Background: an optimization exercise with open tools, aiming at small area, a short achievable clock period and few clock cycles per item. Do not read the settings as production practice.
The RTL of this run was laid out without a check of its function.
Power is estimated from default activity; no workload was simulated.

==> flow/design.v <==
package stac_pkg;
	localparam int DEFAULT_TABLE_DEPTH = 16;
	localparam int COEF_W = 16;
	localparam int EXP_W = 8;
	typedef enum logic [1:0] {
		OP_INSERT = 2'd0,
		OP_DUMP   = 2'd1,
		OP_CLEAR  = 2'd2
	} op_t;
	typedef enum logic [1:0] {
		ST_OK    = 2'd0,
		ST_FULL  = 2'd1,
		ST_SAT   = 2'd2,
		ST_EMPTY = 2'd3
	} status_t;
	function automatic logic exp_gt(input logic [EXP_W-1:0] a, input logic [EXP_W-1:0] b);
		logic [EXP_W-1:0] g, e;
		g = a & ~b;
		e = ~(a ^ b);
		for (int d = 1; d < EXP_W; d = d * 2) begin
			for (int i = EXP_W - 1; i >= 0; i--) begin
				if ((i % (2 * d)) == (2 * d - 1)) begin
					g[i] = g[i] | (e[i] & g[i-d]);
					e[i] = e[i] & e[i-d];
				end
			end
		end
		exp_gt = g[EXP_W-1];
	endfunction
	function automatic logic [COEF_W:0] coef_add(input logic [COEF_W-1:0] a, input logic [COEF_W-1:0] b);
		logic [COEF_W-1:0] g, p, x;
		logic [COEF_W:0]   c;
		g = a & b;
		p = a ^ b;
		x = p;
		for (int d = 1; d < COEF_W; d = d * 2) begin
			for (int i = COEF_W - 1; i >= d; i--) begin
				g[i] = g[i] | (p[i] & g[i-d]);
				p[i] = p[i] & p[i-d];
			end
		end
		c = {g, 1'b0};
		coef_add = {c[COEF_W] ^ c[COEF_W-1], x ^ c[COEF_W-1:0]};
	endfunction
	function automatic logic [9:0] byte_add(input logic [7:0] a, input logic [7:0] b, input logic ci);
		logic [7:0] g, p, x;
		logic [8:0] c;
		g = a & b;
		p = a ^ b;
		x = p;
		g[0] = g[0] | (p[0] & ci);
		for (int d = 1; d < 8; d = d * 2) begin
			for (int i = 7; i >= d; i--) begin
				g[i] = g[i] | (p[i] & g[i-d]);
				p[i] = p[i] & p[i-d];
			end
		end
		c = {g, ci};
		byte_add = {c[8] ^ c[7], c[8], x ^ c[7:0]};
	endfunction
endpackage
module stac_cell (
	input  logic                                clk,
	input  logic        [stac_pkg::EXP_W-1:0]   in_exp,
	input  logic                                take_left,
	input  logic                                take_new,
	input  logic                                write_coef,
	input  logic        [stac_pkg::EXP_W-1:0]   left_exp,
	input  logic signed [stac_pkg::COEF_W-1:0]  left_coef,
	input  logic        [stac_pkg::EXP_W-1:0]   wr_exp,
	input  logic signed [stac_pkg::COEF_W-1:0]  wr_coef,
	output logic        [stac_pkg::EXP_W-1:0]   term_exp,
	output logic signed [stac_pkg::COEF_W-1:0]  term_coef,
	output logic                                in_gt,
	output logic                                in_eq
);
	logic        [stac_pkg::EXP_W-1:0]  exp_q;
	logic signed [stac_pkg::COEF_W-1:0] coef_q;
	assign in_gt = stac_pkg::exp_gt(exp_q, in_exp);
	assign in_eq = exp_q == in_exp;
	always_ff @(posedge clk) begin
		if (take_left || take_new) begin
			exp_q <= take_left ? left_exp : wr_exp;
		end
		if (take_left || write_coef) begin
			coef_q <= write_coef ? wr_coef : left_coef;
		end
	end
	assign term_exp  = exp_q;
	assign term_coef = coef_q;
endmodule
module sorted_term_accumulator_unit #(
	parameter int TABLE_DEPTH = stac_pkg::DEFAULT_TABLE_DEPTH
) (
	input  logic                                clk,
	input  logic                                arst_n,
	input  logic                                in_valid,
	output logic                                in_stall,
	input  logic        [1:0]                   opcode,
	input  logic signed [stac_pkg::COEF_W-1:0]  coefficient,
	input  logic        [stac_pkg::EXP_W-1:0]   exponent,
	output logic                                out_valid,
	input  logic                                out_stall,
	output logic signed [stac_pkg::COEF_W-1:0]  term_coefficient,
	output logic        [stac_pkg::EXP_W-1:0]   term_exponent,
	output logic        [1:0]                   status,
	output logic                                last
);
	localparam int N  = TABLE_DEPTH;
	localparam int CW = stac_pkg::COEF_W;
	localparam int EW = stac_pkg::EXP_W;
	logic                 s_v_q;
	logic [1:0]           s_op_q;
	logic signed [CW-1:0] s_c_q;
	logic [EW-1:0]        s_e_q;
	logic                 item_v_q;
	logic [1:0]           item_op_q;
	logic signed [CW-1:0] item_c_q;
	logic [EW-1:0]        item_e_q;
	logic [N-1:0]         item_sel_q;   
	logic                 item_eq_q;    
	logic [N-1:0]         valid_q;      
	logic                 hold_q;       
	logic                 m_v_q;
	logic                 m_write_q;    
	logic                 m_term_q;     
	logic [N-1:0]         m_sel_q;
	logic [7:0]           m_lo_q;       
	logic                 m_ci_q;       
	logic [8:0]           m_hi0_q;      
	logic [8:0]           m_hi1_q;      
	logic                 m_neg_q;      
	logic [EW-1:0]        m_exp_q;
	stac_pkg::status_t    m_status_q;
	logic                 m_last_q;
	logic adv, exec, done, accept, dump_step, hold_d, a_free, load;
	logic [1:0]           src_op;
	logic signed [CW-1:0] src_c;
	logic [EW-1:0]        src_e;
	logic is_ins, is_dump, is_clear, nz, empty, full;
	logic place, wipe, ins_new, ins_merge, m_wr, fwd;
	logic [N-1:0]         valid_w, valid_d, ge_v, lt_v, left_v, new_v, tgt_v, sel_next;
	logic [N-1:0]         in_gt_v, in_eq_v, nxt_gt_v, nxt_eq_v, sel_d;
	logic                 run_gt, run_eq;
	logic [EW-1:0]        cexp  [N];
	logic signed [CW-1:0] ccoef [N];
	logic signed [CW-1:0] rd_coef;
	logic [EW-1:0]        rd_exp;
	logic [9:0]           lo, hi0, hi1;
	logic                 ovf;
	logic signed [CW-1:0] opa, opb, wr_coef;
	stac_pkg::status_t    item_status;
	assign adv       = !(m_v_q && out_stall);
	assign exec      = item_v_q && adv;
	assign is_ins    = item_op_q == stac_pkg::OP_INSERT;
	assign is_dump   = item_op_q == stac_pkg::OP_DUMP;
	assign is_clear  = item_op_q == stac_pkg::OP_CLEAR;
	assign nz        = item_c_q != '0;
	assign empty     = !valid_q[0];
	assign full      = valid_q[N-1];
	assign sel_next  = {item_sel_q[N-2:0], 1'b0};
	assign done      = exec && !hold_q;
	assign dump_step = exec && hold_q;
	assign in_stall  = s_v_q;
	assign accept    = in_valid && !s_v_q;
	assign a_free    = !item_v_q || done;
	assign load      = a_free && (s_v_q || accept);
	assign src_op    = s_v_q ? s_op_q : opcode;
	assign src_c     = s_v_q ? s_c_q : coefficient;
	assign src_e     = s_v_q ? s_e_q : exponent;
	always_comb begin
		if (dump_step)
			hold_d = (({sel_next[N-2:0], 1'b0}) & valid_q) != '0;
		else if (load)
			hold_d = (src_op == stac_pkg::OP_DUMP) && valid_w[1];
		else if (exec)
			hold_d = 1'b0;
		else
			hold_d = hold_q;
	end
	assign place     = item_v_q && is_ins && nz && !item_eq_q && !full;
	assign wipe      = item_v_q && is_clear;
	assign ins_new   = place && adv;
	assign ins_merge = exec && is_ins && nz && item_eq_q;
	always_comb begin
		ge_v = item_sel_q;
		for (int d = 1; d < N; d = d * 2)
			ge_v = ge_v | (ge_v << d);
	end
	assign lt_v   = valid_q & ge_v;
	assign left_v = {lt_v[N-2:0], 1'b0};
	assign new_v  = item_sel_q;
	always_comb begin
		valid_w = valid_q;
		if (wipe)
			valid_w = '0;
		else if (place)
			valid_w = {valid_q[N-2:0], 1'b1};
	end
	assign valid_d = adv ? valid_w : valid_q;
	assign m_wr = m_v_q && adv && m_write_q;
	always_comb begin
		for (int i = 0; i < N; i++) begin
			if (ins_new && left_v[i])
				tgt_v[i] = m_sel_q[(i > 0) ? i - 1 : 0];
			else if (ins_new && new_v[i])
				tgt_v[i] = 1'b0;
			else
				tgt_v[i] = m_sel_q[i];
		end
	end
	for (genvar g = 0; g < N; g++) begin : g_cell
		logic [EW-1:0]        l_exp;
		logic signed [CW-1:0] l_coef;
		if (g == 0) begin : g_first
			assign l_exp  = item_e_q;
			assign l_coef = wr_coef;
		end else begin : g_rest
			assign l_exp  = cexp[g-1];
			assign l_coef = ccoef[g-1];
		end
		stac_cell u_cell (
			.clk        (clk),
			.in_exp     (src_e),
			.take_left  (ins_new && left_v[g]),
			.take_new   (ins_new && new_v[g]),
			.write_coef (m_wr && tgt_v[g]),
			.left_exp   (l_exp),
			.left_coef  (l_coef),
			.wr_exp     (item_e_q),
			.wr_coef    (wr_coef),
			.term_exp   (cexp[g]),
			.term_coef  (ccoef[g]),
			.in_gt      (in_gt_v[g]),
			.in_eq      (in_eq_v[g])
		);
	end
	assign run_gt = stac_pkg::exp_gt(item_e_q, src_e);
	assign run_eq = item_e_q == src_e;
	always_comb begin
		for (int i = 0; i < N; i++) begin
			if (i > 0 && place && left_v[i]) begin
				nxt_gt_v[i] = in_gt_v[(i > 0) ? i - 1 : 0];
				nxt_eq_v[i] = in_eq_v[(i > 0) ? i - 1 : 0];
			end else if (place && new_v[i]) begin
				nxt_gt_v[i] = run_gt;
				nxt_eq_v[i] = run_eq;
			end else begin
				nxt_gt_v[i] = in_gt_v[i];
				nxt_eq_v[i] = in_eq_v[i];
			end
		end
		nxt_gt_v = nxt_gt_v & valid_w;
		nxt_eq_v = nxt_eq_v & valid_w;
	end
	always_comb begin
		if (hold_q)
			sel_d = sel_next;
		else if (src_op == stac_pkg::OP_DUMP)
			sel_d = N'(1);
		else
			sel_d = ~nxt_gt_v & {nxt_gt_v[N-2:0], 1'b1};
	end
	always_comb begin
		rd_coef = '0;
		rd_exp  = '0;
		for (int i = 0; i < N; i++) begin
			rd_coef = rd_coef | (ccoef[i] & {CW{item_sel_q[i]}});
			rd_exp  = rd_exp  | (cexp[i]  & {EW{item_sel_q[i]}});
		end
	end
	assign fwd = m_v_q && m_write_q && ((m_sel_q & item_sel_q) != '0);
	always_comb begin
		item_status = stac_pkg::ST_OK;
		if (is_ins && nz && !item_eq_q && full)
			item_status = stac_pkg::ST_FULL;
		else if (is_dump && empty)
			item_status = stac_pkg::ST_EMPTY;
	end
	assign opa = (is_ins && !item_eq_q) ? '0 : (fwd ? wr_coef : rd_coef);
	assign opb = is_ins ? item_c_q : '0;
	assign lo  = stac_pkg::byte_add(opa[7:0], opb[7:0], 1'b0);
	assign hi0 = stac_pkg::byte_add(opa[15:8], opb[15:8], 1'b0);
	assign hi1 = stac_pkg::byte_add(opa[15:8], opb[15:8], 1'b1);
	assign ovf     = m_ci_q ? m_hi1_q[8] : m_hi0_q[8];
	assign wr_coef = ovf ? {m_neg_q, {(CW-1){~m_neg_q}}}
	               : {(m_ci_q ? m_hi1_q[7:0] : m_hi0_q[7:0]), m_lo_q};
	always_ff @(posedge clk or negedge arst_n) begin
		if (!arst_n) begin
			s_v_q    <= 1'b0;
			item_v_q <= 1'b0;
			hold_q   <= 1'b0;
			valid_q  <= '0;
			m_v_q    <= 1'b0;
		end else begin
			if (accept && !a_free)
				s_v_q <= 1'b1;
			else if (a_free)
				s_v_q <= 1'b0;
			if (load)
				item_v_q <= 1'b1;
			else if (done)
				item_v_q <= 1'b0;
			valid_q <= valid_d;
			hold_q  <= hold_d;
			if (adv)
				m_v_q <= item_v_q;
		end
	end
	always_ff @(posedge clk) begin
		if (accept && !a_free) begin
			s_op_q <= opcode;
			s_c_q  <= coefficient;
			s_e_q  <= exponent;
		end
		if (load) begin
			item_op_q <= src_op;
			item_c_q  <= src_c;
			item_e_q  <= src_e;
			item_eq_q <= |nxt_eq_v;
		end
		if (load || dump_step)
			item_sel_q <= sel_d;
		if (exec) begin
			m_write_q  <= ins_merge || ins_new;
			m_term_q   <= is_dump && !empty;
			m_sel_q    <= item_sel_q;
			m_lo_q     <= lo[7:0];
			m_ci_q     <= lo[8];
			m_hi0_q    <= {hi0[9], hi0[7:0]};
			m_hi1_q    <= {hi1[9], hi1[7:0]};
			m_neg_q    <= item_c_q[CW-1];
			m_exp_q    <= rd_exp;
			m_status_q <= item_status;
			m_last_q   <= !hold_q;
		end
	end
	assign out_valid        = m_v_q;
	assign term_coefficient = m_term_q ? {m_hi0_q[7:0], m_lo_q} : '0;
	assign term_exponent    = m_term_q ? m_exp_q : '0;
	assign status           = ovf ? stac_pkg::ST_SAT : m_status_q;
	assign last             = m_last_q;
endmodule
==> flow/run.sh <==
#!/bin/bash
# synth_recipe.tcl (not shown) runs the flow's synth.tcl, then flattens the netlist and writes it again
# the make line also repeats each setting of config.mk as NAME=value (left out here)
make -C /OpenROAD-flow-scripts/flow DESIGN_CONFIG=/design/flow/config.mk WORK_HOME=/design/flow/orfs CLKGATE_MAP_FILE= SYNTH_SCRIPT=/design/flow/synth_recipe.tcl finish
==> flow/config.mk <==
export PLATFORM = sky130hd
export DESIGN_NAME = sorted_term_accumulator_unit
export DESIGN_NICKNAME = sorted_term_accumulator_unit
export VERILOG_FILES = /design/flow/design.v
export SDC_FILE = /design/flow/constraint.sdc
export NUM_CORES = 4
export LEC_CHECK = 0
export CAP_MARGIN = 20
export CORE_MARGIN = 2
export CORE_UTILIZATION = 40
export CTS_BUF_LIST = sky130_fd_sc_hd__clkbuf_8
export CTS_CLUSTER_SIZE = 30
export SETUP_SLACK_MARGIN = 3.0
export SLEW_MARGIN = 20
==> flow/constraint.sdc <==
create_clock -name core_clock -period 6.0 [get_ports {clk}]
set_input_delay 1.2000 -clock core_clock [delete_from_list [all_inputs] [get_ports {clk}]]
set_output_delay 1.2000 -clock core_clock [all_outputs]
set_load 0.01 [all_outputs]
==> results.rst <==
.. list-table::
   :header-rows: 1

   * - Metric
     - Value
   * - Outcome
     - timing/DRC/antenna clean
   * - Top achievable clock speed
     - 0.267 GHz
   * - Finished layout cell area
     - 38400 µm²
   * - Clock H-tree levels
     - 3
   * - Overall routed net length
     - 116000 µm
   * - Critical Path Sink Type
     - register
   * - Number of enable-type register cells in the synthesized netlist
     - 510
   * - Distinct cells, synth
     - 80
   * - Mean number of vias per cell
     - 6.54
   * - Worst hold path type
     - in -> async
   * - Mean instance size in the synthesized netlist
     - 12.4 µm²
   * - Setup Total Neg Slack
     - 0 ns
   * - Clock period minus worst slack
     - 3.75 ns
   * - Pin count of the biggest net entering global routing
     - 45
   * - Max IR drop VDD
     - 216 µV
   * - Count of fill cells added during filler insertion
     - 6109
   * - Fraction of registers with async set or reset after synthesis
     - 3.77%
   * - Number of warnings printed during yosys synthesis
     - 4
   * - Crit Path Class
     - reg -> reg
   * - Sequential element share of the synthesized area
     - 53.4%
   * - Post-synth top area cell
     - sky130_fd_sc_hd__edfxtp_1
   * - Leakage power total
     - 14.4 nW
   * - Max_cap viols
     - 0
   * - Period utilization
     - 62.5%
   * - Measured slew at the worst slew-check pin
     - 1.18 ns
   * - Number of hold-slack violations in the final timing report
     - 0
   * - Internal power
     - 8.39 mW
   * - Cell area power density
     - 355 nW/µm²
   * - Die span in y
     - 276 µm
   * - Cell area after technology mapping
     - 29600 µm²
   * - Per-cell routed wire length
     - 30.8 µm
   * - Hold Worst Slack
     - 0.468 ns
   * - I/O pin count
     - 59
   * - Global-route congestion overflow total
     - 0
   * - Switching Power
     - 5.21 mW
   * - Crit-path max FO
     - 5
   * - Net count, final
     - 2907
   * - Root buffer cell
     - sky130_fd_sc_hd__clkbuf_8
   * - Clk buf depth
     - 3
   * - First-pass iteration count of the detailed router
     - 7
   * - Worst setup slack for register-to-register paths
     - 2.25 ns
   * - Vias after detailed routing
     - 24600
   * - Inst Count DP
     - 3315
   * - Worst slew margin relative to its limit
     - 21.6%
   * - Arrival time at the worst endpoint
     - 4.25 ns
   * - Post-Synthesis Cells
     - 2384
   * - Clock latency on the worst-skew pair
     - 0.75 ns
   * - HPWL reported at the end of detailed placement
     - 70900 µm
   * - Clock transition at the register clock pins on the worst setup and hold paths after CTS
     - 0.06 ns
   * - Post-Place Setup Slack
     - 1.24 ns
   * - Ranking of synthesized cells by instance count
     - 510 x sky130_fd_sc_hd__edfxtp_1, 310 x sky130_fd_sc_hd__mux2_2, 153 x sky130_fd_sc_hd__ha_1
   * - Share of the synthesized area in the top cell type
     - 51.7%
   * - Port Buf Inserts
     - 58
   * - Global-route total usage across every layer
     - 28.5%
   * - Inserted Clock Buffers
     - 92
   * - Data required time at the worst endpoint
     - 6.50 ns
   * - Largest cells by area after synthesis
     - sky130_fd_sc_hd__edfxtp_1 52%, sky130_fd_sc_hd__mux2_2 12%, sky130_fd_sc_hd__ha_1 6.5%
   * - Starting density of the core
     - 40.5%
   * - Number of buffers added to fix hold violations after cts
     - 0
   * - Post-detailed-route count of antenna-violating nets
     - 0
   * - Comb power frac
     - 39.0%
   * - Number of antenna violations at the first check in global routing
     - 4
   * - Final number of setup-violating endpoints
     - 0
   * - Worst setup margin
     - 2.25 ns
   * - Clock tree from TritonCTS
     - built
   * - Switching Fraction
     - 38.3%
   * - Drt drc
     - 0
   * - Post-Place Cell Area
     - 31900 µm²
   * - Routability congestion estimate
     - 0.942
   * - Width of the die
     - 276 µm
   * - Tot Pwr
     - 13.6 mW
   * - Utilization after layout
     - 52.4%
   * - Final non-filler cell total
     - 3756
   * - Clock tree skew after final layout
     - 0.0624 ns
   * - Most used DFF post-synth
     - sky130_fd_sc_hd__edfxtp_1
   * - Std-Cell Core Area
     - 73200 µm²
   * - Wire length of the first global-routing pass
     - 161000 µm
   * - Number of nets produced by synthesis
     - 2570
   * - Reg-to-reg endpoint
     - m_ci_q$_DFFE_PP_
   * - DIE AREA
     - 76300 µm²
   * - Site row count
     - 99
   * - Startpoint of the lowest-slack register-to-register path
     - m_sel_q[7]$_DFFE_PP_
   * - Most common cell in the synthesized netlist
     - sky130_fd_sc_hd__edfxtp_1
   * - Detailed router's first-iteration violation count
     - 3714
   * - Fraction of final layout cells with drive strength greater than 1
     - 38.7%
   * - Clock Sink Count
     - 530
   * - Clock power share
     - 23.3%
   * - Via count of the first global-routing pass
     - 23800
   * - Setup repair after global routing missed its margin
     - yes
   * - Startpoint Class
     - register
   * - Number of synthesized register bits
     - 530
   * - Register share of total power
     - 37.6%
   * - P&R area growth vs syn
     - 29.5%
   * - Number of max-slew violations in the final report
     - 0
   * - Cell count of the worst reg-to-reg path
     - 15
## timing repair
item	CTS	global route
buffers inserted	179	76
resized for setup	371	285
setup endpoints to repair	722	398
endpoints found under the hold margin	0	0
pin swaps	106	74
cloned	7	9
## placed cells by master (no fill, tap or decap), types with 11 or more instances in the layout
cell type and count:
sky130_fd_sc_hd__a221oi_2 11, sky130_fd_sc_hd__a221oi_1 64, sky130_fd_sc_hd__a22o_1 71, sky130_fd_sc_hd__nor2_4 23
sky130_fd_sc_hd__clkinv_1 23, sky130_fd_sc_hd__o21ai_2 14, sky130_fd_sc_hd__edfxtp_1 510, sky130_fd_sc_hd__dfrtp_1 18
sky130_fd_sc_hd__and4_1 16, sky130_fd_sc_hd__nand4_1 47, sky130_fd_sc_hd__clkdlybuf4s50_1 21, sky130_fd_sc_hd__clkbuf_8 93
sky130_fd_sc_hd__a21oi_1 66, sky130_fd_sc_hd__nand3_1 55, sky130_fd_sc_hd__o21ai_0 55, sky130_fd_sc_hd__inv_1 79
sky130_fd_sc_hd__buf_2 18, sky130_fd_sc_hd__ha_1 140, sky130_fd_sc_hd__nor2_1 79, sky130_fd_sc_hd__and2_4 12
sky130_fd_sc_hd__a31oi_1 13, sky130_fd_sc_hd__xnor2_1 11, sky130_fd_sc_hd__a22oi_1 77, sky130_fd_sc_hd__mux2i_1 18
sky130_fd_sc_hd__o21ai_1 22, sky130_fd_sc_hd__nand2_1 139, sky130_fd_sc_hd__buf_12 58, sky130_fd_sc_hd__and2_1 35
sky130_fd_sc_hd__mux2_4 118, sky130_fd_sc_hd__a21oi_2 37, sky130_fd_sc_hd__buf_6 68, sky130_fd_sc_hd__a21oi_4 22
sky130_fd_sc_hd__a21o_1 34, sky130_fd_sc_hd__mux2_2 203, sky130_fd_sc_hd__nor2_2 15, sky130_fd_sc_hd__buf_4 193
## metal layers
layer | global-route usage [%] | vias to the layer above | routed length (µm)
li1 | - | 10100 | -
met1 | 38.3 | 12300 | 45100
met2 | 43.7 | 1800 | 50700
met3 | 8.00 | 356 | 14900
met4 | 10.8 | 6 | 4780
met5 | 0 | - | 38
## worst max-delay path: stages, from the launching register on
cell	delay [ns]
sky130_fd_sc_hd__edfxtp_1	0.49
sky130_fd_sc_hd__a22o_1	0.29
sky130_fd_sc_hd__a221oi_1	0.21
sky130_fd_sc_hd__nand4_1	0.29
sky130_fd_sc_hd__nand3_4	0.27
sky130_fd_sc_hd__buf_12	0.15
sky130_fd_sc_hd__buf_12	0.13
sky130_fd_sc_hd__nor2_1	0.04
sky130_fd_sc_hd__a211oi_1	0.65
sky130_fd_sc_hd__ha_1	0.41
sky130_fd_sc_hd__inv_1	0.08
sky130_fd_sc_hd__o21bai_1	0.08
sky130_fd_sc_hd__a21oi_2	0.17
sky130_fd_sc_hd__nor2b_1	0.06
sky130_fd_sc_hd__o21ai_1	0.13
sky130_fd_sc_hd__nand2b_1	0.07
## layout make-up
type	count	area [µm²]	area share [%]
Sequential cell	530	15800	41.2
Multi-Input combinational cell	1669	15300	40.0
Timing Repair Buffer	388	4180	10.9
Clock buffer	93	1280	3.34
Tap cell	959	1200	3.13
Clock inverter	75	407	1.06
Inverter	40	153	0.398
Antenna cell	2	5.00	0.0130
## how the worst max path moves through the flow
stage / startpoint / endpoint / slack (ns) / depth (start not counted)
floorplan: exponent[7] / item_eq_q$_DFFE_PP_ / 2.24 / 9
global placement: exponent[4] / item_eq_q$_DFFE_PP_ / 1.28 / 11
detailed placement: exponent[4] / item_eq_q$_DFFE_PP_ / 1.24 / 11
CTS: item_sel_q[3]$_DFFE_PP_ / m_hi0_q[6]$_DFFE_PP_ / 2.43 / 15
global route: item_sel_q[3]$_DFFE_PP_ / m_hi0_q[6]$_DFFE_PP_ / 2.18 / 15
finish: m_sel_q[7]$_DFFE_PP_ / m_ci_q$_DFFE_PP_ / 2.25 / 15
## logic make-up after synthesis
family	Yosys count	synth area share, %
compound gates	595	14.1
xor+xnor	20	0.591
fa+ha+maj	156	6.66
buf+inv	190	2.60
flops	530	53.4
mux	351	13.2
simple gates	542	9.47
## flip-flops by register name (all words and copies together), names as in the netlist, 2 cells and up
signal                count
item_c_q                 16
m_exp_q                   8
m_hi0_q                   9
m_status_q                2
s_c_q                    16
g_cell.u_cell.exp_q     128
item_e_q                  8
s_op_q                    2
item_sel_q               16
m_lo_q                    8
valid_q                  16
g_cell.u_cell.coef_q    256
item_op_q                 2
s_e_q                     8
m_sel_q                  16
m_hi1_q                   9
## power groups by stage
stage	combinational (mW)	clock, mW	sequential, mW
3_3_place_gp	3.80	0	5.21
5_1_grt	5.52	3.35	5.15
2_1_floorplan	2.66	0	4.95
6_report	5.31	3.18	5.12
4_1_cts	4.62	3.19	5.09
3_5_place_dp	3.87	0	5.22

-- static timing again, ports no longer ideal --
No port has a modelled driver above. Below, the same layout with a new extraction and two added sets of constraints. Step 1: set_driving_cell puts a clkbuf_16 on clk and a buf_2 on each other input, an assumption about the parent block. Step 2 moves the port delays by t, midway between the first and last clock arrival at a register: inputs arrive t later, outputs are due t later. That takes back most of the time a late clock gives input paths. Three values: no drivers, after step 1, after step 2; two values: the first two.
shift t [ns]: 0.776
setup slack, ns: 2.252 / 2.252 / 1.763
worst register clock-pin slew, ns: 0.07 / 0.07
After both steps setup and hold are still met in this run. The setup slack of this run moves by 0.000 ns with the drivers and by -0.489 ns with both steps.
